From an optimization exercise on the open Yosys and OpenROAD flow, aimed at a short achievable clock period and few clock cycles; shortcuts taken in it are not production practice. Function was checked by simulation only, so behaviour that the tests miss may differ from the original. No activity file was given, so power comes from the tool's default toggle rates.

===== design/flow/constraint.sdc =====
create_clock -name core_clock -period 4.2 [get_ports {clk}]
set_input_delay 0.8400 -clock core_clock [delete_from_list [all_inputs] [get_ports {clk}]]
set_output_delay 0.8400 -clock core_clock [all_outputs]
set_load 0.01 [all_outputs]

===== design/flow/design.v =====
package cache_pkg;
    localparam int ADDR_WIDTH   = 16;
    localparam int DATA_WIDTH   = 32;
    localparam int BE_WIDTH     = DATA_WIDTH / 8;
    localparam int NUM_WAYS     = 2;
    localparam int NUM_SETS     = 8;
    localparam int INDEX_WIDTH  = 3;
    localparam int OFFSET_WIDTH = 2;
    localparam int TAG_WIDTH    = ADDR_WIDTH - INDEX_WIDTH - OFFSET_WIDTH;
    localparam int COUNT_WIDTH  = 32;
    typedef struct packed {
        logic [TAG_WIDTH-1:0]    tag;
        logic [INDEX_WIDTH-1:0]  index;
        logic [OFFSET_WIDTH-1:0] offset;
    } cache_addr_fields_t;
    typedef union packed {
        logic [ADDR_WIDTH-1:0] word;
        cache_addr_fields_t    fields;
    } cache_addr_t;
    typedef enum logic [2:0] {
        IDLE,
        LOOKUP,
        HIT_RESP,
        WB_REQ,
        WB_WAIT,
        FILL_REQ,
        FILL_WAIT,
        RESP
    } ctrl_state_t;
endpackage
`timescale 1ns/1ps
import cache_pkg::*;
module cache_counters (
    input  logic                                clk,
    input  logic                                rst_n,
    input  logic                                hit_i,
    input  logic                                miss_i,
    input  logic                                mem_txn_i,
    output logic [cache_pkg::COUNT_WIDTH-1:0]   hit_count_o,
    output logic [cache_pkg::COUNT_WIDTH-1:0]   miss_count_o,
    output logic [cache_pkg::COUNT_WIDTH-1:0]   mem_txn_count_o
);
    logic [1:0]             inc_q;
    logic [2:0]             inc;
    logic [COUNT_WIDTH-1:0] count_q [3];
    always_ff @(posedge clk)
    begin
        if (!rst_n)
        begin
            inc_q <= '0;
            for (int i = 0; i < 3; i++)
                count_q[i] <= '0;
        end
        else
        begin
            inc_q <= {miss_i, hit_i};
            for (int i = 0; i < 3; i++)
            begin
                if (inc[i] && count_q[i] != '1)
                    count_q[i] <= count_q[i] + 1'b1;
            end
        end
    end
    assign inc = {mem_txn_i, inc_q};
    assign hit_count_o     = count_q[0];
    assign miss_count_o    = count_q[1];
    assign mem_txn_count_o = count_q[2];
endmodule
`timescale 1ns/1ps
import cache_pkg::*;
module cache_top (
    input  logic                                clk,
    input  logic                                rst_n,
    input  logic                                proc_req_i,
    input  logic [cache_pkg::ADDR_WIDTH-1:0]    proc_addr_i,
    input  logic                                proc_we_i,
    input  logic [cache_pkg::BE_WIDTH-1:0]      proc_be_i,
    input  logic [cache_pkg::DATA_WIDTH-1:0]    proc_wdata_i,
    output logic                                proc_gnt_o,
    output logic                                proc_rvalid_o,
    output logic [cache_pkg::DATA_WIDTH-1:0]    proc_rdata_o,
    output logic                                mem_req_o,
    output logic [cache_pkg::ADDR_WIDTH-1:0]    mem_addr_o,
    output logic                                mem_we_o,
    output logic [cache_pkg::BE_WIDTH-1:0]      mem_be_o,
    output logic [cache_pkg::DATA_WIDTH-1:0]    mem_wdata_o,
    input  logic                                mem_gnt_i,
    input  logic                                mem_rvalid_i,
    input  logic [cache_pkg::DATA_WIDTH-1:0]    mem_rdata_i,
    output logic [cache_pkg::COUNT_WIDTH-1:0]   hit_count_o,
    output logic [cache_pkg::COUNT_WIDTH-1:0]   miss_count_o,
    output logic [cache_pkg::COUNT_WIDTH-1:0]   mem_txn_count_o
);
    localparam int QDEPTH = 16;
    localparam int QW     = 4;     
    localparam int NP     = 4;
    localparam int WAW    = ADDR_WIDTH - OFFSET_WIDTH;
    logic [TAG_WIDTH-1:0]   tag_q   [NUM_WAYS][NUM_SETS];
    logic [DATA_WIDTH-1:0]  data_q  [NUM_WAYS][NUM_SETS];
    logic [NUM_SETS-1:0]    valid_q [NUM_WAYS];
    logic [NUM_SETS-1:0]    dirty_q [NUM_WAYS];
    logic [NUM_SETS-1:0]    mru_q;
    logic [NUM_SETS-1:0]    lpend_q [NUM_WAYS];
    logic [BE_WIDTH-1:0]    pmask_q [NUM_WAYS][NUM_SETS];
    logic                   r_v_q;
    logic [ADDR_WIDTH-1:0]  r_addr_q;
    logic                   r_we_q;
    logic [BE_WIDTH-1:0]    r_be_q;
    logic [DATA_WIDTH-1:0]  r_wdata_q;
    logic                   k_v_q;
    logic [ADDR_WIDTH-1:0]  k_addr_q;
    logic                   k_we_q;
    logic [BE_WIDTH-1:0]    k_be_q;
    logic [DATA_WIDTH-1:0]  k_wdata_q;
    logic                   l_v_q;
    logic [INDEX_WIDTH-1:0] l_idx_q;
    logic [TAG_WIDTH-1:0]   l_tag_q;
    logic                   l_we_q;
    logic [BE_WIDTH-1:0]    l_be_q;
    logic [DATA_WIDTH-1:0]  l_wdata_q;
    logic                   l_hit_q;
    logic                   l_hway_q;
    logic                   l_vway_q;
    logic                   l_tway_q;
    logic [2*NUM_SETS-1:0]  l_toh_q;
    logic                   l_vpend_q;
    logic                   l_vdirty_q;
    logic [WAW-1:0]         l_faddr_q;
    logic                   st_wbreq_q;
    logic                   st_wbwait_q;
    logic                   st_fillreq_q;
    logic                   st_fillwait_q;
    logic                   mem_req_q;
    logic                   chain_q;
    logic [INDEX_WIDTH-1:0] a_idx_q;
    logic [TAG_WIDTH-1:0]   a_tag_q;
    logic                   a_way_q;
    logic                   f_v_q;
    logic [INDEX_WIDTH-1:0] f_idx_q;
    logic                   f_way_q;
    logic [DATA_WIDTH-1:0]  f_data_q;
    logic [NP-1:0]          pv_q;
    logic [INDEX_WIDTH-1:0] p_idx_q   [NP];
    logic [TAG_WIDTH-1:0]   p_tag_q   [NP];
    logic                   p_way_q   [NP];
    logic                   p_vd_q    [NP];
    logic [WAW-1:0]         p_addr_q  [NP];
    logic [DATA_WIDTH-1:0]  p_vdata_q [NP];
    logic                   p_v;
    logic                   p_pop;
    logic                   p_push;
    logic                   p_nonempty_d;
    logic                   s2_v_q;
    logic [INDEX_WIDTH-1:0] s2_idx_q;
    logic                   s2_way_q;
    logic                   s2_we_q;
    logic [BE_WIDTH-1:0]    s2_be_q;
    logic [DATA_WIDTH-1:0]  s2_wdata_q;
    logic [QW-1:0]          s2_ptr_q;
    logic [DATA_WIDTH-1:0]  s2_line_q;
    logic [DATA_WIDTH-1:0]  rq_data_q [QDEPTH];
    logic [BE_WIDTH-1:0]    rq_mask_q [QDEPTH];
    logic [INDEX_WIDTH-1:0] rq_wset_q [QDEPTH];
    logic                   rq_wway_q [QDEPTH];
    logic [QDEPTH-1:0]      rq_wait_q;
    logic [QDEPTH-1:0]      rq_rdy_q;
    logic [QW:0]            rq_cnt_q;
    logic                   rq_ok_q;
    logic [QW-1:0]          rq_head_q;
    logic [QW-1:0]          rq_tail_q;
    logic                   pop;
    logic                   gnt;
    logic                   r_free;
    assign gnt        = proc_req_i && !k_v_q;
    assign proc_gnt_o = gnt;
    logic [INDEX_WIDTH-1:0] r_idx;
    logic [TAG_WIDTH-1:0]   r_tag;
    logic [NUM_WAYS-1:0]    way_hit;
    logic                   vict_way;
    logic                   vict_dirty;
    logic [TAG_WIDTH-1:0]   vict_tag;
    logic                   tgt_way;
    logic                   vpend_now;
    logic                   r_adv;
    assign r_idx = r_addr_q[OFFSET_WIDTH +: INDEX_WIDTH];
    assign r_tag = r_addr_q[ADDR_WIDTH-1 -: TAG_WIDTH];
    always_comb
    begin
        for (int w = 0; w < NUM_WAYS; w++)
            way_hit[w] = valid_q[w][r_idx] && (tag_q[w][r_idx] == r_tag);
        if (!valid_q[0][r_idx])
            vict_way = 1'b0;
        else if (!valid_q[1][r_idx])
            vict_way = 1'b1;
        else
            vict_way = ~mru_q[r_idx];
        vict_dirty = valid_q[vict_way][r_idx] && dirty_q[vict_way][r_idx];
        vict_tag   = tag_q[vict_way][r_idx];
        tgt_way    = (|way_hit) ? way_hit[1] : vict_way;
        vpend_now  = lpend_q[vict_way][r_idx] &&
                     !(f_v_q && (f_idx_q == r_idx) && (f_way_q == vict_way));
    end
    logic                   a_busy;
    logic                   fill_now;
    logic                   rq_ok;
    logic                   vict_pend;
    logic [DATA_WIDTH-1:0]  l_line;
    logic [DATA_WIDTH-1:0]  vict_data;
    logic [BE_WIDTH-1:0]    f_mask;
    logic                   lk_go;
    logic                   lk_hit;
    logic                   lk_miss;
    logic                   start_a;
    assign a_busy    = st_wbreq_q || st_wbwait_q || st_fillreq_q || st_fillwait_q;
    assign fill_now  = st_fillwait_q && mem_rvalid_i;
    assign rq_ok     = rq_ok_q;
    assign vict_pend = l_vpend_q;
    assign f_mask    = pmask_q[f_way_q][f_idx_q];
    always_comb
    begin
        l_line = '0;
        for (int w = 0; w < NUM_WAYS; w++)
            for (int i = 0; i < NUM_SETS; i++)
                l_line = l_line | ({DATA_WIDTH{l_toh_q[w*NUM_SETS+i]}} & data_q[w][i]);
        if (f_v_q && (f_idx_q == l_idx_q) && (f_way_q == l_tway_q))
        begin
            for (int b = 0; b < BE_WIDTH; b++)
                if (!f_mask[b])
                    l_line[8*b +: 8] = f_data_q[8*b +: 8];
        end
        if (s2_v_q && s2_we_q && (s2_idx_q == l_idx_q) && (s2_way_q == l_tway_q))
        begin
            for (int b = 0; b < BE_WIDTH; b++)
                if (s2_be_q[b])
                    l_line[8*b +: 8] = s2_wdata_q[8*b +: 8];
        end
        vict_data = l_line;
    end
    assign lk_hit   = l_v_q && rq_ok && l_hit_q;
    assign lk_miss  = l_v_q && rq_ok && !l_hit_q && !vict_pend && !pv_q[NP-1];
    assign lk_go    = lk_hit || lk_miss;
    assign r_adv    = r_v_q && (!l_v_q || (lk_go && (l_idx_q != r_idx)));
    assign r_free   = !r_v_q || r_adv;
    assign p_v      = pv_q[0];
    assign start_a  = lk_miss && (!a_busy || fill_now) && !p_v;
    assign p_pop    = fill_now && p_v;
    assign p_push   = lk_miss && !start_a;
    assign p_nonempty_d = p_push || pv_q[1] || (pv_q[0] && !p_pop);
    always_ff @(posedge clk)
    begin
        if (!rst_n)
        begin
            r_v_q <= 1'b0;
            k_v_q <= 1'b0;
            l_v_q <= 1'b0;
        end
        else
        begin
            if (r_free)
            begin
                r_v_q <= k_v_q || gnt;
                k_v_q <= 1'b0;
            end
            else if (gnt)
                k_v_q <= 1'b1;
            if (r_adv)
                l_v_q <= 1'b1;
            else if (lk_go)
                l_v_q <= 1'b0;
        end
    end
    always_ff @(posedge clk)
    begin
        if (r_free)
        begin
            if (k_v_q)
            begin
                r_addr_q  <= k_addr_q;
                r_we_q    <= k_we_q;
                r_be_q    <= k_be_q;
                r_wdata_q <= k_wdata_q;
            end
            else
            begin
                r_addr_q  <= proc_addr_i;
                r_we_q    <= proc_we_i;
                r_be_q    <= proc_be_i;
                r_wdata_q <= proc_wdata_i;
            end
        end
        if (!k_v_q)
        begin
            k_addr_q  <= proc_addr_i;
            k_we_q    <= proc_we_i;
            k_be_q    <= proc_be_i;
            k_wdata_q <= proc_wdata_i;
        end
        if (r_adv)
        begin
            l_idx_q    <= r_idx;
            l_tag_q    <= r_tag;
            l_we_q     <= r_we_q;
            l_be_q     <= r_be_q;
            l_wdata_q  <= r_wdata_q;
            l_hit_q    <= |way_hit;
            l_hway_q   <= way_hit[1];
            l_vway_q   <= vict_way;
            l_vdirty_q <= vict_dirty;
            l_faddr_q  <= {(vict_dirty ? vict_tag : r_tag), r_idx};
            l_tway_q   <= tgt_way;
            l_toh_q    <= (2*NUM_SETS)'(1) << {tgt_way, r_idx};
            l_vpend_q  <= vpend_now;
        end
        else if (f_v_q && (f_idx_q == l_idx_q) && (f_way_q == l_vway_q))
            l_vpend_q  <= 1'b0;
    end
    logic                   load_s1;
    logic                   load_p;
    logic                   load_afill;
    logic                   nx_wbreq;
    logic                   nx_wbwait;
    logic                   nx_fillreq;
    logic                   nx_fillwait;
    assign mem_req_o = mem_req_q || (mem_rvalid_i && chain_q);
    assign mem_be_o  = '1;
    assign load_s1    = start_a || (p_push && !p_v &&
                                    (st_fillwait_q || (st_fillreq_q && mem_gnt_i)));
    assign load_p     = st_fillreq_q && mem_gnt_i && p_v;
    assign load_afill = st_wbreq_q && mem_gnt_i;
    always_comb
    begin
        nx_wbreq    = st_wbreq_q && !mem_gnt_i;
        nx_wbwait   = (st_wbreq_q && mem_gnt_i) || (st_wbwait_q && !mem_rvalid_i);
        nx_fillreq  = (st_wbwait_q && mem_rvalid_i) || (st_fillreq_q && !mem_gnt_i);
        nx_fillwait = (st_fillreq_q && mem_gnt_i) || (st_fillwait_q && !mem_rvalid_i);
        if (p_pop)
        begin
            nx_wbreq   = p_vd_q[0];
            nx_fillreq = !p_vd_q[0];
        end
        else if (start_a)
        begin
            nx_wbreq   = l_vdirty_q;
            nx_fillreq = !l_vdirty_q;
        end
    end
    always_ff @(posedge clk)
    begin
        if (!rst_n)
        begin
            st_wbreq_q    <= 1'b0;
            st_wbwait_q   <= 1'b0;
            st_fillreq_q  <= 1'b0;
            st_fillwait_q <= 1'b0;
            mem_req_q     <= 1'b0;
            chain_q       <= 1'b0;
            pv_q          <= '0;
            s2_v_q        <= 1'b0;
            f_v_q         <= 1'b0;
        end
        else
        begin
            f_v_q         <= fill_now;
            st_wbreq_q    <= nx_wbreq;
            st_wbwait_q   <= nx_wbwait;
            st_fillreq_q  <= nx_fillreq;
            st_fillwait_q <= nx_fillwait;
            mem_req_q     <= nx_wbreq || nx_fillreq;
            chain_q       <= nx_wbwait || (nx_fillwait && p_nonempty_d);
            s2_v_q        <= lk_go;
            for (int i = 0; i < NP; i++)
            begin
                if (p_pop && !p_push)
                    pv_q[i] <= (i < NP - 1) ? pv_q[(i + 1) % NP] : 1'b0;
                else if (p_push && !p_pop)
                    pv_q[i] <= pv_q[i] || (i == 0) || pv_q[(i + NP - 1) % NP];
            end
        end
    end
    always_ff @(posedge clk)
    begin
        if (lk_go)
        begin
            s2_idx_q   <= l_idx_q;
            s2_way_q   <= l_tway_q;
            s2_line_q  <= l_line;
            s2_we_q    <= l_we_q;
            s2_be_q    <= l_be_q;
            s2_wdata_q <= l_wdata_q;
            s2_ptr_q   <= rq_tail_q;
        end
        if (fill_now)
        begin
            f_idx_q    <= a_idx_q;
            f_way_q    <= a_way_q;
            f_data_q   <= mem_rdata_i;
        end
        if (start_a)
        begin
            a_idx_q    <= l_idx_q;
            a_tag_q    <= l_tag_q;
            a_way_q    <= l_vway_q;
        end
        else if (p_pop)
        begin
            a_idx_q    <= p_idx_q[0];
            a_tag_q    <= p_tag_q[0];
            a_way_q    <= p_way_q[0];
        end
        for (int i = 0; i < NP; i++)
        begin
            if (p_push && (p_pop ? (pv_q[i] && (i == NP - 1 || !pv_q[(i + 1) % NP]))
                                 : (!pv_q[i] && (i == 0 || pv_q[(i + NP - 1) % NP]))))
            begin
                p_idx_q[i]   <= l_idx_q;
                p_tag_q[i]   <= l_tag_q;
                p_way_q[i]   <= l_vway_q;
                p_vd_q[i]    <= l_vdirty_q;
                p_addr_q[i]  <= l_faddr_q;
                p_vdata_q[i] <= vict_data;
            end
            else if (p_pop && i < NP - 1)
            begin
                p_idx_q[i]   <= p_idx_q[(i + 1) % NP];
                p_tag_q[i]   <= p_tag_q[(i + 1) % NP];
                p_way_q[i]   <= p_way_q[(i + 1) % NP];
                p_vd_q[i]    <= p_vd_q[(i + 1) % NP];
                p_addr_q[i]  <= p_addr_q[(i + 1) % NP];
                p_vdata_q[i] <= p_vdata_q[(i + 1) % NP];
            end
        end
        if (load_s1)
        begin
            mem_addr_o  <= {l_faddr_q, 2'b00};
            mem_we_o    <= l_vdirty_q;
            mem_wdata_o <= vict_data;
        end
        else if (load_p)
        begin
            mem_addr_o  <= {p_addr_q[0], 2'b00};
            mem_we_o    <= p_vd_q[0];
            mem_wdata_o <= p_vdata_q[0];
        end
        else if (load_afill)
        begin
            mem_addr_o  <= {a_tag_q, a_idx_q, 2'b00};
            mem_we_o    <= 1'b0;
        end
    end
    logic [DATA_WIDTH-1:0]  s2_line;
    logic [BE_WIDTH-1:0]    s2_mask;
    logic                   s2_pend;
    logic                   s2_fill;
    logic [DATA_WIDTH-1:0]  s2_ans;
    always_comb
    begin
        s2_line = s2_line_q;
        s2_mask = pmask_q[s2_way_q][s2_idx_q];
        s2_pend = lpend_q[s2_way_q][s2_idx_q];
        s2_fill = f_v_q && (f_idx_q == s2_idx_q) && (f_way_q == s2_way_q);
        s2_ans  = s2_line;
        if (s2_fill)
        begin
            for (int b = 0; b < BE_WIDTH; b++)
                if (!s2_mask[b])
                    s2_ans[8*b +: 8] = f_data_q[8*b +: 8];
        end
        if (s2_we_q)
            s2_ans = '0;
    end
    assign pop = rq_rdy_q[rq_head_q];
    always_ff @(posedge clk)
    begin
        if (!rst_n)
        begin
            rq_rdy_q      <= '0;
            rq_wait_q     <= '0;
            rq_cnt_q      <= '0;
            rq_ok_q       <= 1'b1;
            rq_head_q     <= '0;
            rq_tail_q     <= '0;
            proc_rvalid_o <= 1'b0;
        end
        else
        begin
            proc_rvalid_o <= pop;
            if (lk_go)
                rq_tail_q <= rq_tail_q + 1'b1;
            if (pop)
            begin
                rq_head_q           <= rq_head_q + 1'b1;
                rq_rdy_q[rq_head_q] <= 1'b0;
            end
            rq_cnt_q <= rq_cnt_q + (QW+1)'(lk_go) - (QW+1)'(pop);
            rq_ok_q  <= (rq_cnt_q - (QW+1)'(pop)) <= (QW+1)'(QDEPTH - 2);
            if (f_v_q)
            begin
                for (int i = 0; i < QDEPTH; i++)
                    if (rq_wait_q[i] && rq_wset_q[i] == f_idx_q && rq_wway_q[i] == f_way_q)
                    begin
                        rq_wait_q[i] <= 1'b0;
                        rq_rdy_q[i]  <= 1'b1;
                    end
            end
            if (s2_v_q)
            begin
                if (!s2_we_q && s2_pend && !s2_fill)
                    rq_wait_q[s2_ptr_q] <= 1'b1;
                else
                    rq_rdy_q[s2_ptr_q]  <= 1'b1;
            end
        end
    end
    always_ff @(posedge clk)
    begin
        if (pop)
            proc_rdata_o <= rq_data_q[rq_head_q];
        if (f_v_q)
        begin
            for (int i = 0; i < QDEPTH; i++)
                if (rq_wait_q[i] && rq_wset_q[i] == f_idx_q && rq_wway_q[i] == f_way_q)
                    for (int b = 0; b < BE_WIDTH; b++)
                        if (!rq_mask_q[i][b])
                            rq_data_q[i][8*b +: 8] <= f_data_q[8*b +: 8];
        end
        if (s2_v_q)
        begin
            rq_data_q[s2_ptr_q] <= s2_ans;
            rq_mask_q[s2_ptr_q] <= s2_mask;
            rq_wset_q[s2_ptr_q] <= s2_idx_q;
            rq_wway_q[s2_ptr_q] <= s2_way_q;
        end
    end
    always_ff @(posedge clk)
    begin
        if (!rst_n)
        begin
            for (int w = 0; w < NUM_WAYS; w++)
            begin
                valid_q[w] <= '0;
                dirty_q[w] <= '0;
                lpend_q[w] <= '0;
            end
            mru_q <= '0;
        end
        else
        begin
            if (f_v_q)
                lpend_q[f_way_q][f_idx_q] <= 1'b0;
            if (lk_hit)
            begin
                mru_q[l_idx_q] <= l_hway_q;
                if (l_we_q)
                    dirty_q[l_hway_q][l_idx_q] <= 1'b1;
            end
            if (lk_miss)
            begin
                valid_q[l_vway_q][l_idx_q] <= 1'b1;
                dirty_q[l_vway_q][l_idx_q] <= l_we_q;
                lpend_q[l_vway_q][l_idx_q] <= 1'b1;
                mru_q[l_idx_q]             <= l_vway_q;
            end
        end
    end
    always_ff @(posedge clk)
    begin
        if (lk_miss)
        begin
            tag_q[l_vway_q][l_idx_q]   <= l_tag_q;
            pmask_q[l_vway_q][l_idx_q] <= '0;
        end
        if (f_v_q)
        begin
            for (int b = 0; b < BE_WIDTH; b++)
                if (!pmask_q[f_way_q][f_idx_q][b])
                    data_q[f_way_q][f_idx_q][8*b +: 8] <= f_data_q[8*b +: 8];
        end
        if (s2_v_q && s2_we_q)
        begin
            for (int b = 0; b < BE_WIDTH; b++)
                if (s2_be_q[b])
                    data_q[s2_way_q][s2_idx_q][8*b +: 8] <= s2_wdata_q[8*b +: 8];
            if (s2_pend)
                pmask_q[s2_way_q][s2_idx_q] <= s2_mask | s2_be_q;
        end
    end
    cache_counters u_counters (
        .clk             (clk),
        .rst_n           (rst_n),
        .hit_i           (lk_hit),
        .miss_i          (lk_miss),
        .mem_txn_i       (mem_req_q && mem_gnt_i),
        .hit_count_o     (hit_count_o),
        .miss_count_o    (miss_count_o),
        .mem_txn_count_o (mem_txn_count_o)
    );
endmodule

===== design/flow/run.sh =====
#!/bin/bash
# synth_recipe.tcl (not shown) runs the flow's synth.tcl, then flattens the netlist and writes it again
# the make line also repeats each setting of config.mk as NAME=value (left out here)
make -C /OpenROAD-flow-scripts/flow DESIGN_CONFIG=/design/flow/config.mk WORK_HOME=/design/flow/orfs CLKGATE_MAP_FILE= SYNTH_SCRIPT=/design/flow/synth_recipe.tcl finish

===== design/flow/config.mk =====
export PLATFORM = sky130hd
export DESIGN_NAME = cache_top
export DESIGN_NICKNAME = cache_top
export VERILOG_FILES = /design/flow/design.v
export SDC_FILE = /design/flow/constraint.sdc
export NUM_CORES = 4
export LEC_CHECK = 0
export ABC_CLOCK_PERIOD_IN_PS = 2400
export CAP_MARGIN = 20
export CORE_MARGIN = 2
export CORE_UTILIZATION = 55
export SETUP_SLACK_MARGIN = 1.8
export SLEW_MARGIN = 20
export TNS_END_PERCENT = 5

==> impl_results.md, run 1 <==
* Int Power at 37,130 uW
* Port Buffers at 265
* Leak at 0.04100 uW
* Vias per Instance at 6.392
* Critical Path End Type: register
* Final HPWL DP at 205.7 mm
* Ys Warns at 9
* Required @ worst endpoint at 4780 ps
* TritonCTS clock tree: done
* Pwr Total at 47,690 uW
* Worst Setup SP: s2_idx_q[0]
* Grt met2 use at 52.24%
* Min Hold Slack at 409.3 ps
* WL per Instance at 30.56 um
* Most common cell in the synthesized netlist: edfxtp_1
* Switch Pwr at 10,570 uW
* F_max at 318.1 MHz
* Post-synth top area cell: edfxtp_1
* Vias in the first global route at 64,009
* # IOs at 274
* Post-synth EDFFs at 2,018
* GR Util All Layers at 33.37%
* CTS clk-pin slew, worst paths at 60 ps
* Setup-violating endpoint count in the final report at 0
* GRT busiest layer: met2
* Sequential share of the synthesized area at 63.78%
* Met3 Use GR at 5.797%
* Storage cell area at 65,080 sq um
* Multi-input logic area at 34,600 sq um
* Final WL at 320.4 mm
* Initial antenna violation count at 8
* Outcome: complete, no violations
* Row cnt at 158
* Max IR drop VDD at 0.3979 mV
* First-pass GRT wire length at 453.8 mm
* Kind of critical path: register to register
* Hold Path Origin: r_wdata_q[25]
* Sw Ratio at 22.15%
* Chip width at 434.7 um
* Sequential Power Share at 52.0%
* CTS root buf: clkbuf_16
* Fill cells at 13,800
* Register bit count reported by yosys at 2,241
* Comb power frac at 5.0%
* Global-route met1 utilization at 46.65%
* TritonCTS buffer count at 231
* Antenna-violating nets left at 0
* Post-synth top area share at 59.40%
* R2R setup slack at 1060 ps
* Max_slew headroom at 20.30%
* Synthesized area per cell at 13.88 sq um
* Max capacitance violation total at 0
* Setup TNS at 0 ps
* Clock power share at 43.0%
* Min-Delay Path Class: register to register
* Clock latency on the worst-skew pair at 900 ps
* # DRC at 0
* Fraction of registers with async set/reset at 0%
* Fraction of layout cells with a size suffix above 1 at 29.29%
* Die Area at 188,900 sq um
* Gp weighted congestion at 0.9109
* RSZ-0062 raised after global routing: yes
* H-tree levels at 4
* Worst slew pin tran at 1195 ps
* Synth top cells by count: edfxtp_1 (2,018), nand2_1 (838), mux2_2 (705), o21ai_0 (417), clkbuf_1 (416)
* Pwr dens at 399.5 nW/um^2
* Buffer depth of the longest clock path at 3
* Initial Util at 55.19%
* Largest net degree at the start of global routing at 114
* FF-to-FF Start: s2_idx_q[0]
* Synth cell types at 79
* Main area contributors after synthesis: edfxtp_1 (59%), mux2_2 (7.8%), mux4_2 (5.5%), dfxtp_1 (4.4%), nand2_1 (3.1%)
* Layout Nets at 7,931
* Period utilisation layout at 74.85%
* CTS Sinks at 2,241
* Gate Count Post-Synth at 7,349
* Crit-path max FO at 8
* Min Tclk post-route at 3144 ps
* Fin. max-slew vios at 0
* Area Overhead vs Synth at 17.02%
* Placeable Area at 184,800 sq um
* Ys flop type: edfxtp_1
* DRT Pass-1 Iters at 9
* Routed vias at 67,031
* Crit path launch type: register
* Critical path arrival at 3730 ps
* DIE HEIGHT at 434.7 um
* Fin. Hold Viols at 0
* Starting DRT DRC Count at 8,790
* Mapped cell area at 102,000 sq um
* Total grt overflow at 0
* Final setup skew at 45.98 ps
metal layers:
metal | routed length, um | share of wire (%)
met5 | 34 | 0.011
met4 | 14780 | 4.6
met3 | 28830 | 9.0
met2 | 149500 | 47
met1 | 127200 | 40
through the flow:
step,cells,area (sq um),setup WS (ps),util [%]
4_1_cts,10411,117700,1108,63.68
2_1_floorplan,7353,102200,570.3,-
6_report,10486,119400,1056,64.59
3_3_place_gp,9878,108400,527.7,58.62
5_1_grt,10484,119400,986.0,64.58
3_5_place_dp,9878,108400,451.4,58.62
kinds of logic (layout without fill, tap and decap cells):
kind of cell    count (synthesis)  in the layout  synth area share (%)
compound gates               1363           1363                 8.582
xor+xnor                      153            153                 1.314
fa+ha+maj                      32             32                0.3998
buf+inv                       765           1409                 3.579
flops                        2241           2241                 63.78
mux                          1083           1083                 14.94
other cells                     2              9              0.007362
simple gates                 1710           1716                 7.398
timing repair:
action / 4_1_cts / 5_1_grt
buffers inserted: 93 / 54
hold buffers: 0 / 0
pin swaps: 25 / 83
setup endpoints to repair: 3741 / 3638
gates cloned: 13 / 18
resized for setup: 253 / 258
final cells by class:
class | instances | share of cell area, %
inverters | 123 | 0.4255
repair inverters | 1 | 0.007337
multi-input cells | 4353 | 28.98
diodes | 3 | 0.006289
clock inverters | 134 | 1.024
repair buffers | 858 | 7.199
well taps | 2480 | 2.599
clock buffers | 293 | 5.237
flip-flops and latches | 2241 | 54.52
critical path: stages (launching register included):
cell	delay, ps
edfxtp_1	340
buf_6	130
buf_12	120
buf_16	130
mux4_2	500
mux4_2	580
nor2_8	260
buf_6	140
mux2i_1	180
or2_4	230
buf_12	150
o21ai_1	70
cells in the final DEF (no fill, tap or decap), types with 101 or more instances in the layout:
cell             count
edfxtp_1          2018
mux4_2             263
inv_1              101
o21ai_2            211
a22oi_1            143
nor2_1             392
buf_4              458
a21oi_1            136
o21ai_0            340
clkdlybuf4s50_1    263
clkbuf_16          249
nand2_1            806
o21ai_1            190
dfxtp_1            213
mux2_2             691
state kept, by name, indices dropped and copies added (netlist names), 32 cells and up, named ones only:
name,count
p_vdata_q,128
rq_mask_q,64
r_wdata_q,32
mem_wdata_o,32
rq_wset_q,48
k_wdata_q,32
p_addr_q,56
l_wdata_q,32
pmask_q,64
u_counters.count_q,96
f_data_q,32
s2_wdata_q,32
proc_rdata_o,32
p_tag_q,44
rq_data_q,512
tag_q,176
s2_line_q,32
data_q,512
power by group through the flow:
stage,clock network [uW],registers (uW),logic (uW)
after floorplan,0,25000,1310
after global placement,0,25300,1940
after detailed placement,0,25300,1960
after CTS,20700,24800,2230
after global routing,21600,24800,2520
final,20500,24800,2400
worst paths after layout:
path,cells after the start,to
worst max-delay path,11,rq_data_q[9][17]
worst min-delay path,0,l_wdata_q[25]
worst max register to register,11,rq_data_q[9][17]
worst min register to register,0,l_wdata_q[25]
Testbench counts, summed over its fixed seeds: cycles 25,129.
==> run 2, diff against run 1 <==
--- a/design/flow/config.mk
+++ b/design/flow/config.mk
@@ -8,7 +8,7 @@
 export ABC_CLOCK_PERIOD_IN_PS = 2400
 export CAP_MARGIN = 20
 export CORE_MARGIN = 2
-export CORE_UTILIZATION = 55
+export CORE_UTILIZATION = 40
 export SETUP_SLACK_MARGIN = 1.8
 export SLEW_MARGIN = 20
 export TNS_END_PERCENT = 5
==> run 2 against run 1 <==
- combinational power increased by 9.2%
- fmax is 0.66% lower
- largest power group unchanged
- flip-flop and latch count unchanged
- sequential share of layout area down 1.5 points
- largest cell class unchanged
- setup slack lost 21 ps
- core utilization decreased by 16 points
- cell area grew 2.9%
- via count grew 1.8%
==> impl_results.md, run 2 <==
* Outcome: complete, no violations (unchanged)
* Final non-filler cell total at 11,511 (was 10,486)
* H-tree levels at 4 (unchanged)
* Leak at 0.04208 uW (was 0.04100 uW)
* Fin. Hold Viols at 0 (unchanged)
* DRT Pass-1 Iters at 7 (was 9)
* Ys flop type: edfxtp_1 (unchanged)
* CP max stage delay at 570 ps (was 580 ps)
* Final Util at 48.38% (was 64.59%)
* Fraction of registers with async set/reset at 0% (unchanged)
* Clock latency on the worst-skew pair at 910 ps (was 900 ps)
* Initial Util at 40.18% (was 55.19%)
* Starting DRT DRC Count at 8,973 (was 8,790)
* Commonest cells after routing, fill and taps aside: edfxtp_1 (2,018), nand2_1 (792), mux2_2 (673), buf_4 (533), nor2_1 (389) (was edfxtp_1 (2,018), nand2_1 (806), mux2_2 (691), buf_4 (458), nor2_1 (392))
* Row cnt at 185 (was 158)
* Synth cell types at 79 (unchanged)
* TritonCTS clock tree: done (unchanged)
* Synthesized area per cell at 13.88 sq um (unchanged)
* Gate Count Post-Synth at 7,349 (unchanged)
* CTS Sinks at 2,241 (unchanged)
* Register bit count reported by yosys at 2,241 (unchanged)
* Worst slew pin tran at 1231 ps (was 1195 ps)
* Fin. max-slew vios at 0 (unchanged)
* Hold endpoint: s2_wdata_q[26] (was l_wdata_q[25])
* Required @ worst endpoint at 4830 ps (was 4780 ps)
* Slowest cell on crit path: mux4_2 (unchanged)
* Vias in the first global route at 64,789 (was 64,009)
* Layout Nets at 8,046 (was 7,931)
* Total grt overflow at 0 (unchanged)
* Final setup skew at 51.97 ps (was 45.98 ps)
* Pwr Total at 48,430 uW (was 47,690 uW)
* Routed vias at 68,242 (was 67,031)
* Gp weighted congestion at 0.9664 (was 0.9109)
* Critical Path End Type: register (unchanged)
* Setup-violating endpoint count in the final report at 0 (unchanged)
* RSZ-0062 raised after global routing: yes (unchanged)
* Antenna-violating nets left at 0 (unchanged)
* Min-Delay Path Class: register to register (unchanged)
* Worst hold path depth at 0 (unchanged)
* Vias per Instance at 5.928 (was 6.392)
* Placeable Area at 253,900 sq um (was 184,800 sq um)
* Kind of critical path: register to register (unchanged)
* R2R setup slack at 1040 ps (was 1060 ps)
* Area Overhead vs Synth at 20.43% (was 17.02%)
* # DRC at 0 (unchanged)
* Min Tclk post-route at 3164 ps (was 3144 ps)
* Max capacitance violation total at 0 (unchanged)
* GR Util All Layers at 24.36% (was 33.37%)
* Largest net degree at the start of global routing at 134 (was 114)
* Regs by FF count: data_q x512, rq_data_q x512, tag_q x176 (unchanged)
* Synth top cells by count: edfxtp_1 (2,018), nand2_1 (838), mux2_2 (705), o21ai_0 (417), clkbuf_1 (416) (unchanged)
* Worst Path Buf+Inv at 3 (was 5)
* Max_slew headroom at 17.96% (was 20.30%)
* Chip width at 509.0 um (was 434.7 um)
* Final HPWL DP at 209.9 mm (was 205.7 mm)
* # hold bufs at CTS at 0 (unchanged)
* Fraction of layout cells with a size suffix above 1 at 32.43% (was 29.29%)
* Min Hold Slack at 410.3 ps (was 409.3 ps)
* Crit path launch type: register (unchanged)
* Max IR drop VDD at 0.3531 mV (was 0.3979 mV)
* Initial antenna violation count at 19 (was 8)
* Ys Warns at 9 (unchanged)
* Period utilisation layout at 75.34% (was 74.85%)
* Buffer depth of the longest clock path at 3 (unchanged)
* CTS clk-pin slew, worst paths at 70 ps (was 60 ps)
* FF-to-FF Start: s2_idx_q[0] (unchanged)
* F_max at 316.0 MHz (was 318.1 MHz)
* Hold Path Origin: l_wdata_q[26] (was r_wdata_q[25])
* Crit-path max FO at 8 (unchanged)
* Most common cell in the synthesized netlist: edfxtp_1 (unchanged)
* DIE HEIGHT at 509.0 um (was 434.7 um)
* Critical path arrival at 3790 ps (was 3730 ps)
* # IOs at 274 (unchanged)
* Post-synth top area cell: edfxtp_1 (unchanged)
* Most common cell after layout, fill and taps aside: edfxtp_1 (unchanged)
* CTS root buf: clkbuf_16 (unchanged)
* R2R Path End: rq_data_q[3][25] (was rq_data_q[9][17])
* Main area contributors after synthesis: edfxtp_1 (59%), mux2_2 (7.8%), mux4_2 (5.5%), dfxtp_1 (4.4%), nand2_1 (3.1%) (unchanged)
* Post-synth EDFFs at 2,018 (unchanged)
* Crit-path cells: buf_6 -> buf_12 -> mux4_2 -> mux4_2 -> nor2_8 -> mux2i_2 -> or2_4 -> buf_12 -> o21ai_1 (was buf_6 -> buf_12 -> buf_16 -> mux4_2 -> mux4_2 -> nor2_8 -> buf_6 -> mux2i_1 -> or2_4 -> buf_12 -> o21ai_1)
* WL per Instance at 28.65 um (was 30.56 um)
* Sequential share of the synthesized area at 63.78% (unchanged)
* First-pass GRT wire length at 459.6 mm (was 453.8 mm)
* Pwr dens at 394.2 nW/um^2 (was 399.5 nW/um^2)
* Mapped cell area at 102,000 sq um (unchanged)
* Port Buffers at 265 (unchanged)
* Die Area at 259,100 sq um (was 188,900 sq um)
* Placed Cells at 10,792 (was 9,878)
* TritonCTS buffer count at 233 (was 231)
* Worst R2R Path Depth at 9 (was 11)
* Final WL at 329.8 mm (was 320.4 mm)
* Family with the most delay on the worst path: multiplexers (unchanged)
* Setup TNS at 0 ps (unchanged)
* Post-synth top area share at 59.40% (unchanged)
==> run 2: cell types whose count changed in the layout (fill, tap and decap cells not counted), moves of 14 or more <==
cell      previous run  this run
clkinv_1            54        34
o21ai_1            190       150
mux2_4              14        32
buf_4              458       533
o22ai_1             33        19
buf_6               36        63
o21ai_0            340       306
nand2_1            806       792
mux2_2             691       673
o21ai_2            211       272
==> run 2: worst max path at each step <==
stage            startpoint               end  slack [ps]  cells after the start
5_1_grt        rq_head_q[0]       rq_cnt_q[4]         940                     14
3_5_place_dp     f_idx_q[0]  p_vdata_q[1][10]         320                      8
6_report        s2_idx_q[0]  rq_data_q[3][25]        1040                      9
3_3_place_gp     f_idx_q[0]   mem_wdata_o[10]         350                      8
2_1_floorplan  rq_head_q[0]       rq_cnt_q[4]         570                     15
4_1_cts        rq_head_q[0]       rq_cnt_q[4]        1040                     14
==> run 2: per-stage QoR <==
stage	setup WS [ps]	area (sq um)
final	1036	122900
after CTS	1044	120000
after floorplan	570.3	102200
after global routing	941.1	122800
after global placement	349.7	109600
after detailed placement	315.2	109600
==> run 2: where the power goes <==
part	switching, uW	internal (uW)
logic	1600	1020
clock network	9080	12000
registers	310	24400
==> run 2: what timing repair did <==
| item | CTS | global route |
|---|---|---|
| pin swaps | 72 | 152 |
| setup endpoints to repair | 3759 | 3692 |
| setup buffers | 123 | 102 |
| gates cloned | 8 | 29 |
| gates resized for setup | 322 | 480 |
==> run 2: cells by family after synthesis <==
family,share of synthesized area (%)
simple gates,7.398
xor+xnor,1.314
compound gates,8.582
buf+inv,3.579
fa+ha+maj,0.3998
flops,63.78
other cells,0.007362
mux,14.94
==> run 2: layout make-up <==
cell class	instances	area, sq um
fillers	21704	131100
flip-flops and latches	2241	65090
multi-input cells	4352	35530
repair buffers	970	9646
clock buffers	316	6510
well taps	3366	4212
clock inverters	127	1282
inverters	123	533.0
diodes	13	32.53
repair inverters	3	21.27
==> run 2: metal layers <==
| layer | routed length, um | track usage (%) | up-vias |
|---|---|---|---|
| li1 | - | - | 29038 |
| met1 | 128400 | 33.04 | 34640 |
| met2 | 151000 | 37.90 | 3832 |
| met5 | 42 | 0 | - |
| met4 | 14330 | 8.718 | 8 |
| met3 | 36060 | 6.091 | 724 |
==> run 3, diff against run 2 <==
--- a/design/flow/design.v
+++ b/design/flow/design.v
@@ -107,11 +107,14 @@
     logic                   r_we_q;
     logic [BE_WIDTH-1:0]    r_be_q;
     logic [DATA_WIDTH-1:0]  r_wdata_q;
+    logic [NUM_SETS-1:0]    r_oh_q;      
     logic                   k_v_q;
     logic [ADDR_WIDTH-1:0]  k_addr_q;
     logic                   k_we_q;
     logic [BE_WIDTH-1:0]    k_be_q;
     logic [DATA_WIDTH-1:0]  k_wdata_q;
+    logic [NUM_SETS-1:0]    k_oh_q;
+    logic [NUM_SETS-1:0]    in_oh;
     logic                   l_v_q;
     logic [INDEX_WIDTH-1:0] l_idx_q;
     logic [TAG_WIDTH-1:0]   l_tag_q;
@@ -158,20 +161,22 @@
     logic [DATA_WIDTH-1:0]  s2_wdata_q;
     logic [QW-1:0]          s2_ptr_q;
     logic [DATA_WIDTH-1:0]  s2_line_q;
+    logic                   s2_pend_q;
+    logic [BE_WIDTH-1:0]    s2_mask_q;
     logic [DATA_WIDTH-1:0]  rq_data_q [QDEPTH];
     logic [BE_WIDTH-1:0]    rq_mask_q [QDEPTH];
     logic [INDEX_WIDTH-1:0] rq_wset_q [QDEPTH];
     logic                   rq_wway_q [QDEPTH];
     logic [QDEPTH-1:0]      rq_wait_q;
     logic [QDEPTH-1:0]      rq_rdy_q;
-    logic [QW:0]            rq_cnt_q;
     logic                   rq_ok_q;
-    logic [QW-1:0]          rq_head_q;
-    logic [QW-1:0]          rq_tail_q;
+    logic [QW:0]            rq_head_q;   
+    logic [QW:0]            rq_tail_q;
     logic                   pop;
     logic                   gnt;
     logic                   r_free;
     assign gnt        = proc_req_i && !k_v_q;
+    assign in_oh      = NUM_SETS'(1) << proc_addr_i[OFFSET_WIDTH +: INDEX_WIDTH];
     assign proc_gnt_o = gnt;
     logic [INDEX_WIDTH-1:0] r_idx;
     logic [TAG_WIDTH-1:0]   r_tag;
@@ -184,20 +189,42 @@
     logic                   r_adv;
     assign r_idx = r_addr_q[OFFSET_WIDTH +: INDEX_WIDTH];
     assign r_tag = r_addr_q[ADDR_WIDTH-1 -: TAG_WIDTH];
+    logic [NUM_WAYS-1:0]    sel_valid;
+    logic [NUM_WAYS-1:0]    sel_dirty;
+    logic [NUM_WAYS-1:0]    sel_pend;
+    logic                   sel_mru;
+    logic [TAG_WIDTH-1:0]   sel_tag [NUM_WAYS];
     always_comb
     begin
+        way_hit   = '0;
+        sel_valid = '0;
+        sel_dirty = '0;
+        sel_pend  = '0;
+        sel_mru   = 1'b0;
         for (int w = 0; w < NUM_WAYS; w++)
-            way_hit[w] = valid_q[w][r_idx] && (tag_q[w][r_idx] == r_tag);
-        if (!valid_q[0][r_idx])
+        begin
+            sel_tag[w] = '0;
+            for (int i = 0; i < NUM_SETS; i++)
+            begin
+                way_hit[w]   = way_hit[w]   | (r_oh_q[i] & valid_q[w][i] & (tag_q[w][i] == r_tag));
+                sel_valid[w] = sel_valid[w] | (r_oh_q[i] & valid_q[w][i]);
+                sel_dirty[w] = sel_dirty[w] | (r_oh_q[i] & dirty_q[w][i]);
+                sel_pend[w]  = sel_pend[w]  | (r_oh_q[i] & lpend_q[w][i]);
+                sel_tag[w]   = sel_tag[w]   | ({TAG_WIDTH{r_oh_q[i]}} & tag_q[w][i]);
+            end
+        end
+        for (int i = 0; i < NUM_SETS; i++)
+            sel_mru = sel_mru | (r_oh_q[i] & mru_q[i]);
+        if (!sel_valid[0])
             vict_way = 1'b0;
-        else if (!valid_q[1][r_idx])
+        else if (!sel_valid[1])
             vict_way = 1'b1;
         else
-            vict_way = ~mru_q[r_idx];
-        vict_dirty = valid_q[vict_way][r_idx] && dirty_q[vict_way][r_idx];
-        vict_tag   = tag_q[vict_way][r_idx];
+            vict_way = ~sel_mru;
+        vict_dirty = sel_valid[vict_way] && sel_dirty[vict_way];
+        vict_tag   = sel_tag[vict_way];
         tgt_way    = (|way_hit) ? way_hit[1] : vict_way;
-        vpend_now  = lpend_q[vict_way][r_idx] &&
+        vpend_now  = sel_pend[vict_way] &&
                      !(f_v_q && (f_idx_q == r_idx) && (f_way_q == vict_way));
     end
     logic                   a_busy;
@@ -216,25 +243,33 @@
     assign rq_ok     = rq_ok_q;
     assign vict_pend = l_vpend_q;
     assign f_mask    = pmask_q[f_way_q][f_idx_q];
+    logic                   l_fmatch;
+    logic                   l_pend_rd;
+    logic [BE_WIDTH-1:0]    l_mask_rd;
+    logic                   l_pend;
+    logic [BE_WIDTH-1:0]    l_mask;
     always_comb
     begin
-        l_line = '0;
+        l_line    = '0;
+        l_pend_rd = 1'b0;
+        l_mask_rd = '0;
         for (int w = 0; w < NUM_WAYS; w++)
             for (int i = 0; i < NUM_SETS; i++)
-                l_line = l_line | ({DATA_WIDTH{l_toh_q[w*NUM_SETS+i]}} & data_q[w][i]);
-        if (f_v_q && (f_idx_q == l_idx_q) && (f_way_q == l_tway_q))
+            begin
+                l_line    = l_line    | ({DATA_WIDTH{l_toh_q[w*NUM_SETS+i]}} & data_q[w][i]);
+                l_pend_rd = l_pend_rd | (l_toh_q[w*NUM_SETS+i] & lpend_q[w][i]);
+                l_mask_rd = l_mask_rd | ({BE_WIDTH{l_toh_q[w*NUM_SETS+i]}} & pmask_q[w][i]);
+            end
+        l_fmatch = f_v_q && (f_idx_q == l_idx_q) && (f_way_q == l_tway_q);
+        if (l_fmatch)
         begin
             for (int b = 0; b < BE_WIDTH; b++)
                 if (!f_mask[b])
                     l_line[8*b +: 8] = f_data_q[8*b +: 8];
         end
-        if (s2_v_q && s2_we_q && (s2_idx_q == l_idx_q) && (s2_way_q == l_tway_q))
-        begin
-            for (int b = 0; b < BE_WIDTH; b++)
-                if (s2_be_q[b])
-                    l_line[8*b +: 8] = s2_wdata_q[8*b +: 8];
-        end
         vict_data = l_line;
+        l_pend = l_hit_q ? (l_pend_rd && !l_fmatch) : 1'b1;
+        l_mask = l_hit_q ? l_mask_rd : '0;
     end
     assign lk_hit   = l_v_q && rq_ok && l_hit_q;
     assign lk_miss  = l_v_q && rq_ok && !l_hit_q && !vict_pend && !pv_q[NP-1];
@@ -279,6 +314,7 @@
                 r_we_q    <= k_we_q;
                 r_be_q    <= k_be_q;
                 r_wdata_q <= k_wdata_q;
+                r_oh_q    <= k_oh_q;
             end
             else
             begin
@@ -286,6 +322,7 @@
                 r_we_q    <= proc_we_i;
                 r_be_q    <= proc_be_i;
                 r_wdata_q <= proc_wdata_i;
+                r_oh_q    <= in_oh;
             end
         end
         if (!k_v_q)
@@ -294,6 +331,7 @@
             k_we_q    <= proc_we_i;
             k_be_q    <= proc_be_i;
             k_wdata_q <= proc_wdata_i;
+            k_oh_q    <= in_oh;
         end
         if (r_adv)
         begin
@@ -384,10 +422,12 @@
             s2_idx_q   <= l_idx_q;
             s2_way_q   <= l_tway_q;
             s2_line_q  <= l_line;
+            s2_pend_q  <= l_pend;
+            s2_mask_q  <= l_mask;
             s2_we_q    <= l_we_q;
             s2_be_q    <= l_be_q;
             s2_wdata_q <= l_wdata_q;
-            s2_ptr_q   <= rq_tail_q;
+            s2_ptr_q   <= rq_tail_q[QW-1:0];
         end
         if (fill_now)
         begin
@@ -455,8 +495,8 @@
     always_comb
     begin
         s2_line = s2_line_q;
-        s2_mask = pmask_q[s2_way_q][s2_idx_q];
-        s2_pend = lpend_q[s2_way_q][s2_idx_q];
+        s2_mask = s2_mask_q;
+        s2_pend = s2_pend_q;
         s2_fill = f_v_q && (f_idx_q == s2_idx_q) && (f_way_q == s2_way_q);
         s2_ans  = s2_line;
         if (s2_fill)
@@ -468,14 +508,13 @@
         if (s2_we_q)
             s2_ans = '0;
     end
-    assign pop = rq_rdy_q[rq_head_q];
+    assign pop = rq_rdy_q[rq_head_q[QW-1:0]];
     always_ff @(posedge clk)
     begin
         if (!rst_n)
         begin
             rq_rdy_q      <= '0;
             rq_wait_q     <= '0;
-            rq_cnt_q      <= '0;
             rq_ok_q       <= 1'b1;
             rq_head_q     <= '0;
             rq_tail_q     <= '0;
@@ -489,10 +528,9 @@
             if (pop)
             begin
                 rq_head_q           <= rq_head_q + 1'b1;
-                rq_rdy_q[rq_head_q] <= 1'b0;
+                rq_rdy_q[rq_head_q[QW-1:0]] <= 1'b0;
             end
-            rq_cnt_q <= rq_cnt_q + (QW+1)'(lk_go) - (QW+1)'(pop);
-            rq_ok_q  <= (rq_cnt_q - (QW+1)'(pop)) <= (QW+1)'(QDEPTH - 2);
+            rq_ok_q  <= (rq_tail_q - rq_head_q) <= (QW+1)'(QDEPTH - 2);
             if (f_v_q)
             begin
                 for (int i = 0; i < QDEPTH; i++)
@@ -514,7 +552,7 @@
     always_ff @(posedge clk)
     begin
         if (pop)
-            proc_rdata_o <= rq_data_q[rq_head_q];
+            proc_rdata_o <= rq_data_q[rq_head_q[QW-1:0]];
         if (f_v_q)
         begin
             for (int i = 0; i < QDEPTH; i++)
--- a/design/flow/config.mk
+++ b/design/flow/config.mk
@@ -8,7 +8,7 @@
 export ABC_CLOCK_PERIOD_IN_PS = 2400
 export CAP_MARGIN = 20
 export CORE_MARGIN = 2
-export CORE_UTILIZATION = 40
+export CORE_UTILIZATION = 55
 export SETUP_SLACK_MARGIN = 1.8
 export SLEW_MARGIN = 20
 export TNS_END_PERCENT = 5
==> run 3 against run 2 <==
- clock power decreased by 4%
- global-route usage increased by 11 points
- critical path type unchanged
- setup slack better by 280 ps
- combinational power decreased by 22%
- synthesized cell count increased by 2.2%
- area after synthesis fell by 0.84%
==> impl_results.md, run 3 <==
* Outcome: complete, no violations (unchanged)
* # IOs at 274 (unchanged)
* Row cnt at 157 (was 185)
* Largest family of logic cells by synthesized area: multiplexers (unchanged)
* Mux cell area share after synthesis at 12.31% (was 14.94%)
* CTS root buf: clkbuf_16 (unchanged)
* Port Buffers at 265 (unchanged)
* RSZ-0062 raised after global routing: yes (unchanged)
* Worst hold path depth at 3 (was 0)
* F_max at 347.0 MHz (was 316.0 MHz)
* Pwr dens at 394.7 nW/um^2 (was 394.2 nW/um^2)
* Mapped cell area at 101,200 sq um (was 102,000 sq um)
* Ys flop type: edfxtp_1 (unchanged)
* Register bit count reported by yosys at 2,255 (was 2,241)
* Worst slew pin tran at 1275 ps (was 1231 ps)
* Critical Path End Type: register (unchanged)
* Final Util at 65.20% (was 48.38%)
* DRT Pass-1 Iters at 8 (was 7)
* Main area contributors after synthesis: edfxtp_1 (60%), mux2_2 (7.7%), dfxtp_1 (4.4%), o21ai_0 (4.1%), mux4_2 (4.0%) (was edfxtp_1 (59%), mux2_2 (7.8%), mux4_2 (5.5%), dfxtp_1 (4.4%), nand2_1 (3.1%))
* Commonest cells after routing, fill and taps aside: edfxtp_1 (2,031), nand2_1 (898), o21ai_0 (753), mux2_2 (678), buf_4 (486) (was edfxtp_1 (2,018), nand2_1 (792), mux2_2 (673), buf_4 (533), nor2_1 (389))
* CTS Sinks at 2,255 (was 2,241)
* Chip width at 432.9 um (was 509.0 um)
* Required @ worst endpoint at 4830 ps (about the same)
* FF-to-FF Start: f_idx_q[2] (was s2_idx_q[0])
* Max capacitance violation total at 0 (unchanged)
* GR Util All Layers at 35.31% (was 24.36%)
* Vias in the first global route at 67,060 (was 64,789)
* Worst Setup SP: f_idx_q[2] (was s2_idx_q[0])
* Post-synth EDFFs at 2,031 (was 2,018)
* Max IR drop VDD at 0.3547 mV (was 0.3531 mV)
* Antenna-violating nets left at 0 (unchanged)
* Routed vias at 69,888 (was 68,242)
* Synth top cells by count: edfxtp_1 (2,031), nand2_1 (952), o21ai_0 (830), mux2_2 (693), clkbuf_1 (439) (was edfxtp_1 (2,018), nand2_1 (838), mux2_2 (705), o21ai_0 (417), clkbuf_1 (416))
* Hold Path Origin: rst_n (was l_wdata_q[26])
* Leak at 0.04138 uW (was 0.04208 uW)
* Post-synth top area share at 60.29% (was 59.40%)
* TritonCTS clock tree: done (unchanged)
* Area Overhead vs Synth at 17.88% (was 20.43%)
* Min Tclk post-route at 2882 ps (was 3164 ps)
* Fraction of the mapped netlist area in adder cells at 0.3414% (was 0.3998%)
* Fraction of registers with async set/reset at 0% (unchanged)
* Starting DRT DRC Count at 9,704 (was 8,973)
* Most common cell after layout, fill and taps aside: edfxtp_1 (unchanged)
* R2R setup slack at 1320 ps (was 1040 ps)
* Gp weighted congestion at 0.9269 (was 0.9664)
* R2R Path End: s2_line_q[8] (was rq_data_q[3][25])
* Critical path arrival at 3510 ps (was 3790 ps)
* CTS clk-pin slew, worst paths at 60 ps (was 70 ps)
* Initial Util at 55.31% (was 40.18%)
* Synth Area in Compound Gates at 9.424% (was 8.582%)
* Period utilisation layout at 68.61% (was 75.34%)
* H-tree levels at 4 (unchanged)
* Final HPWL DP at 215.2 mm (was 209.9 mm)
* Setup TNS at 0 ps (unchanged)
* Synth cell types at 82 (was 79)
* Most common cell in the synthesized netlist: edfxtp_1 (unchanged)
* Synthesized area per cell at 13.46 sq um (was 13.88 sq um)
* Final setup skew at 27.35 ps (was 51.97 ps)
* # DRC at 0 (unchanged)
* Post-synth top area cell: edfxtp_1 (unchanged)
* Final WL at 336.3 mm (was 329.8 mm)
* Initial antenna violation count at 16 (was 19)
* TritonCTS buffer count at 233 (unchanged)
* Max_slew headroom at 15.02% (was 17.96%)
* Fill cells at 13,599 (was 21,704)
* Ys Warns at 10 (was 9)
* WL per Instance at 31.39 um (was 28.65 um)
* Worst R2R Path Depth at 10 (was 9)
* Vias per Instance at 6.523 (was 5.928)
* Largest net degree at the start of global routing at 83 (was 134)
* Simple-gate share of the synthesized area at 7.846% (was 7.398%)
* Layout Nets at 8,157 (was 8,046)
* Min-Delay Path Class: input port to register (was register to register)
* # hold bufs at CTS at 0 (unchanged)
* Buffer depth of the longest clock path at 3 (unchanged)
* Gate Count Post-Synth at 7,513 (was 7,349)
* Total grt overflow at 0 (unchanged)
* DIE HEIGHT at 432.9 um (was 509.0 um)
* Fin. Hold Viols at 0 (unchanged)
* Clock latency on the worst-skew pair at 900 ps (was 910 ps)
* Fin. max-slew vios at 0 (unchanged)
* Setup-violating endpoint count in the final report at 0 (unchanged)
* Placeable Area at 182,900 sq um (was 253,900 sq um)
* Fraction of layout cells with a size suffix above 1 at 25.32% (was 32.43%)
* First-pass GRT wire length at 475.1 mm (was 459.6 mm)
* Sequential share of the synthesized area at 64.72% (was 63.78%)
* Post-synthesis xor/xnor area fraction at 2.528% (was 1.314%)
* Hold endpoint: u_counters.count_q[1][7] (was s2_wdata_q[26])
* Kind of critical path: register to register (unchanged)
* Crit path launch type: register (unchanged)
* Crit-path max FO at 11 (was 8)
* Regs by FF count: data_q x512, rq_data_q x512, tag_q x176 (unchanged)
* Die Area at 187,400 sq um (was 259,100 sq um)
[run 3: cell count changes in the layout (fill, tap and decap cells not counted), sizes merged, moves of 55 or more]
cell	previous run	this run
mux2i	104	49
nand2	840	964
buf	681	591
mux4	274	181
a221oi	71	136
a21oi	155	64
nor4	13	102
o21ai	749	831
xor2	96	240
nor2	398	288
a22o	70	136
[run 3: metrics by stage]
step	power [uW]	hold slack [ps]	instance area, sq um	setup slack (ps)	cells
global placement	26940	403.4	108000	689.8	10054
CTS	47110	331.2	117800	1414	10635
finish	47070	374.3	119200	1318	10714
detailed placement	26950	404.5	108100	619.4	10056
floorplan	26070	400.3	101300	1398	7517
global route	48180	378.5	119200	1313	10709
[run 3: cells by family (layout without fill, tap and decap cells)]
group | after synthesis | after routing
flip-flops | 2255 | 2255
AND/OR/NAND/NOR | 1773 | 1793
AO/OA/AOI/OAI | 1509 | 1512
multiplexers | 930 | 930
buffers and inverters | 725 | 1429
XOR/XNOR | 292 | 292
adder cells (fa/ha/maj) | 27 | 27
other | 2 | 12
[run 3: final cells by class]
type / count / area [sq um] / share of cell area (%)
sequential: 2255 / 65500 / 54.93
multi-input combinational: 4560 / 34500 / 28.93
timing repair buffer: 860 / 8158 / 6.841
clock buffer: 321 / 6392 / 5.361
tap: 2464 / 3083 / 2.585
clock inverter: 118 / 1016 / 0.8520
inverter: 129 / 570.5 / 0.4785
antenna: 6 / 15.01 / 0.01259
timing repair inverter: 1 / 7.507 / 0.006296
[run 3: power breakdown]
| part | total (uW) | internal, uW | switching, uW |
|---|---|---|---|
| Sequential | 24700 | 24500 | 263 |
| Clock | 20300 | 11400 | 8910 |
| Combinational | 2040 | 700 | 1340 |
| Total | 47100 | 36600 | 10500 |
[run 3: worst max-delay path: stages, from the launching register on]
cell	delay (ps)
edfxtp_1	350
buf_4	180
nor2b_1	390
buf_4	350
a22oi_2	160
nand3b_1	130
buf_6	210
mux2i_1	290
buf_4	250
clkinvlp_4	110
buf_4	170
[run 3: timing repair]
| action | in CTS | in global routing |
|---|---|---|
| resized for setup | 238 | 206 |
| pin swaps | 19 | 41 |
| setup endpoints to repair | 3527 | 2965 |
| gates cloned | 17 | 13 |
| setup buffers | 123 | 59 |
[run 3: how the worst max path moves through the flow]
stage,to,depth (start not counted)
2_1_floorplan,l_be_q[0],6
3_3_place_gp,p_vdata_q[0][10],8
3_5_place_dp,p_vdata_q[0][11],8
4_1_cts,mem_txn_count_o[16],1
5_1_grt,s2_line_q[18],9
6_report,s2_line_q[8],10
[run 3: layer usage]
metal / up-vias / wire, um / track usage [%]
met5: - / 64 / 0
met4: 10 / 16930 / 15.93
met3: 791 / 34430 / 7.563
met2: 4148 / 152700 / 53.95
met1: 35188 / 132200 / 48.74
li1: 29751 / - / -
Testbench counts of run 3, summed over its fixed seeds: cycles 25,169.

## static timing again, ports no longer ideal
No port has a modelled driver above. Below, the same layouts with a new extraction and two added sets of constraints.
Step 1 (the two cells are an assumption about what drives the block):
set clk [get_ports {clk}]
set_driving_cell -lib_cell sky130_fd_sc_hd__clkbuf_16 $clk
set_driving_cell -lib_cell sky130_fd_sc_hd__buf_2 [delete_from_list [all_inputs] $clk]
Step 2 moves the port delays by t, midway between the first and last clock arrival at a register: inputs arrive t later, outputs are due t later. That takes back most of the time a late clock gives input paths.
a / b / c = no drivers / after step 1 / after step 2; a / b = the first two.
run | shift t [ns] | slack for setup (ns) | hold WS [ns] | worst data-port slew with drivers (ns)
run 1 | 0.962 | 1.056 / 1.056 / 0.616 | 0.409 / 0.409 / 0.409 | 0.07
run 2 | 0.981 | 1.036 / 1.036 / 0.697 | 0.410 / 0.410 / 0.410 | 0.06
run 3 | 0.967 | 1.318 / 1.318 / 0.806 | 0.374 / 0.309 / 0.413 | 0.10
After both steps setup and hold are still met in every run listed. The setup slack of run 3, which loses most, moves by 0.000 ns with the drivers and by -0.512 ns with both steps.
